Context: an optimization exercise on an open-source flow, tuned for small area. The choices shown serve that exercise and are no tape-out recipe. Only simulation tests tie the RTL to the original design; equivalence was not proved. No activity file was given, so power comes from the tool's default toggle rates.

rev 12:
Design alu_issue_ctrl, start of the top module:
module alu_issue_ctrl (
    input  logic        clk,
    input  logic        reset,
    input  logic [31:0] instr,
    input  logic        instr_valid,
    output logic        instr_ready,
    input  logic        ext_we,
    input  logic [4:0]  ext_waddr,
    input  logic [31:0] ext_wdata,
    input  logic [4:0]  dbg_addr,
    output logic [31:0] dbg_data,
    output logic [31:0] scr1,
    output logic [31:0] scr2,
    output logic [5:0]  opcode,
    output logic [4:0]  sub_opcode,
    output logic        enable_execute,
    output logic        alu_reset,
    input  logic [31:0] alu_result,
    input  logic        alu_overflow,
    output logic        done,
    output logic        overflow,
    output logic        illegal
);
    localparam logic [5:0] OP_ARITH  = 6'b100000;
    localparam logic [5:0] OP_ADDI   = 6'b101000;
    localparam logic [5:0] OP_ORI    = 6'b101100;
    localparam logic [5:0] OP_XORI   = 6'b101011;
    localparam logic [5:0] OP_MOVI   = 6'b100010;
    localparam logic [1:0] S_IDLE   = 2'd0;
    localparam logic [1:0] S_DECODE = 2'd1;
    localparam logic [1:0] S_EXEC   = 2'd2;
    localparam logic [1:0] S_WB     = 2'd3;
    logic [1:0]  state;
    logic [30:0] instr_q;
    logic [31:0] opres_q;    
    logic        ovf_q;
    logic [31:0] regs [32];
    logic [31:0] valid;
    logic st_idle, st_dec, st_exec, st_wb;
    assign st_idle = (state == S_IDLE);
    assign st_dec  = (state == S_DECODE);
    assign st_exec = (state == S_EXEC);
    assign st_wb   = (state == S_WB);
    logic [5:0]  q_op;
    logic [4:0]  q_rt, q_ra, q_rb, q_sub;
    assign q_op  = instr_q[30:25];
    assign q_rt  = instr_q[24:20];
    assign q_ra  = instr_q[19:15];
    assign q_rb  = instr_q[14:10];
    assign q_sub = instr_q[4:0];
    logic is_arith, arith_reg, arith_sh, is_addi, is_oxi, is_movi, legal;
    assign is_arith  = (q_op == OP_ARITH);
  ...
For scale: about 3,600 cells after synthesis, about 1,100 flip-flops, ~43,000 um^2 of cells after synthesis.
==> flow/config.mk <==
export PLATFORM = sky130hd
export DESIGN_NAME = alu_issue_ctrl
export DESIGN_NICKNAME = alu_issue_ctrl
export VERILOG_FILES = /design/flow/design.v
export SDC_FILE = /design/flow/constraint.sdc
export NUM_CORES = 4
export LEC_CHECK = 0
export CAP_MARGIN = 0
export CORE_MARGIN = 2
export CORE_UTILIZATION = 40
export SLEW_MARGIN = 0
export SYNTH_HIERARCHICAL = 1
==> flow/constraint.sdc <==
create_clock -name core_clock -period 6.0 [get_ports {clk}]
set_input_delay 1.2000 -clock core_clock [delete_from_list [all_inputs] [get_ports {clk}]]
set_output_delay 1.2000 -clock core_clock [all_outputs]
set_load 0.01 [all_outputs]
standard.sh (not shown) runs the stock make flow with config.mk's settings and CLKGATE_MAP_FILE= SYNTH_SCRIPT=/design/flow/synth_recipe.tcl, a recipe that flattens the netlist after the stock synthesis.
==> flow/flow/run.sh <==
#!/bin/bash
# Own layout flow: the standard flow (standard.sh: unchanged synthesis,
# floorplan, power grid and tap cells, placement, routing) with two changes
# made through ORFS's own variables:
#  - ports are buffered with sky130_fd_sc_hd__buf_1 instead of the default
#    delay buffer
#  - clock tree synthesis clusters up to 16 flip-flops within 50 um under
#    each clkbuf_8 and inserts no dummy loads
# The make output goes to standard.log; each ORFS step logs under orfs/logs.
set -euo pipefail
export BUFFER_PORTS_ARGS="-buffer_cell sky130_fd_sc_hd__buf_1"
export CTS_ARGS="-sink_clustering_enable -repair_clock_nets -dont_use_dummy_load -sink_clustering_size 16 -sink_clustering_max_diameter 50 -buf_list {sky130_fd_sc_hd__clkbuf_8}"
bash standard.sh finish > standard.log 2>&1
The final layout from rev 12, which completed every stage, passed the timing, design-rule and antenna checks at the end of the flow.
The inputs of rev 13 differ from those of rev 12 as listed below.
-- flow/config.mk --
<<< rev 12, line 8
export CAP_MARGIN = 0
>>> rev 13, line 8
export CAP_MARGIN = 20
<<< rev 12, line 11
export SLEW_MARGIN = 0
>>> rev 13, line 11
export SLEW_MARGIN = 20
[summary]
- Rev 12 → rev 13: combinational share of power roughly the same; utilization essentially unchanged; routed wire length held steady.

==> re-timing with driven ports <==
How much do the figures lean on ideal ports? The routed layouts below were timed once more, with nothing changed but the port constraints. Step 1 sets driving cells, clkbuf_16 on the clock port and buf_2 on the other inputs (assumed; they add their load-dependent delay and slew). Step 2 moves the port delays by t, midway between the first and last clock arrival at a register: inputs arrive t later, outputs are due t later. That takes back most of the time a late clock gives input paths. a / b / c = ideal ports / drivers / drivers and shift; a / b = the first two.
run	shift t [ns]	setup WS [ns]	worst data-port slew with drivers (ns)
rev 12	0.853	0.147 / 0.072 / 0.263	0.06
rev 13	0.854	0.168 / 0.093 / 0.201	0.06
After both steps every run listed still meets setup and hold.
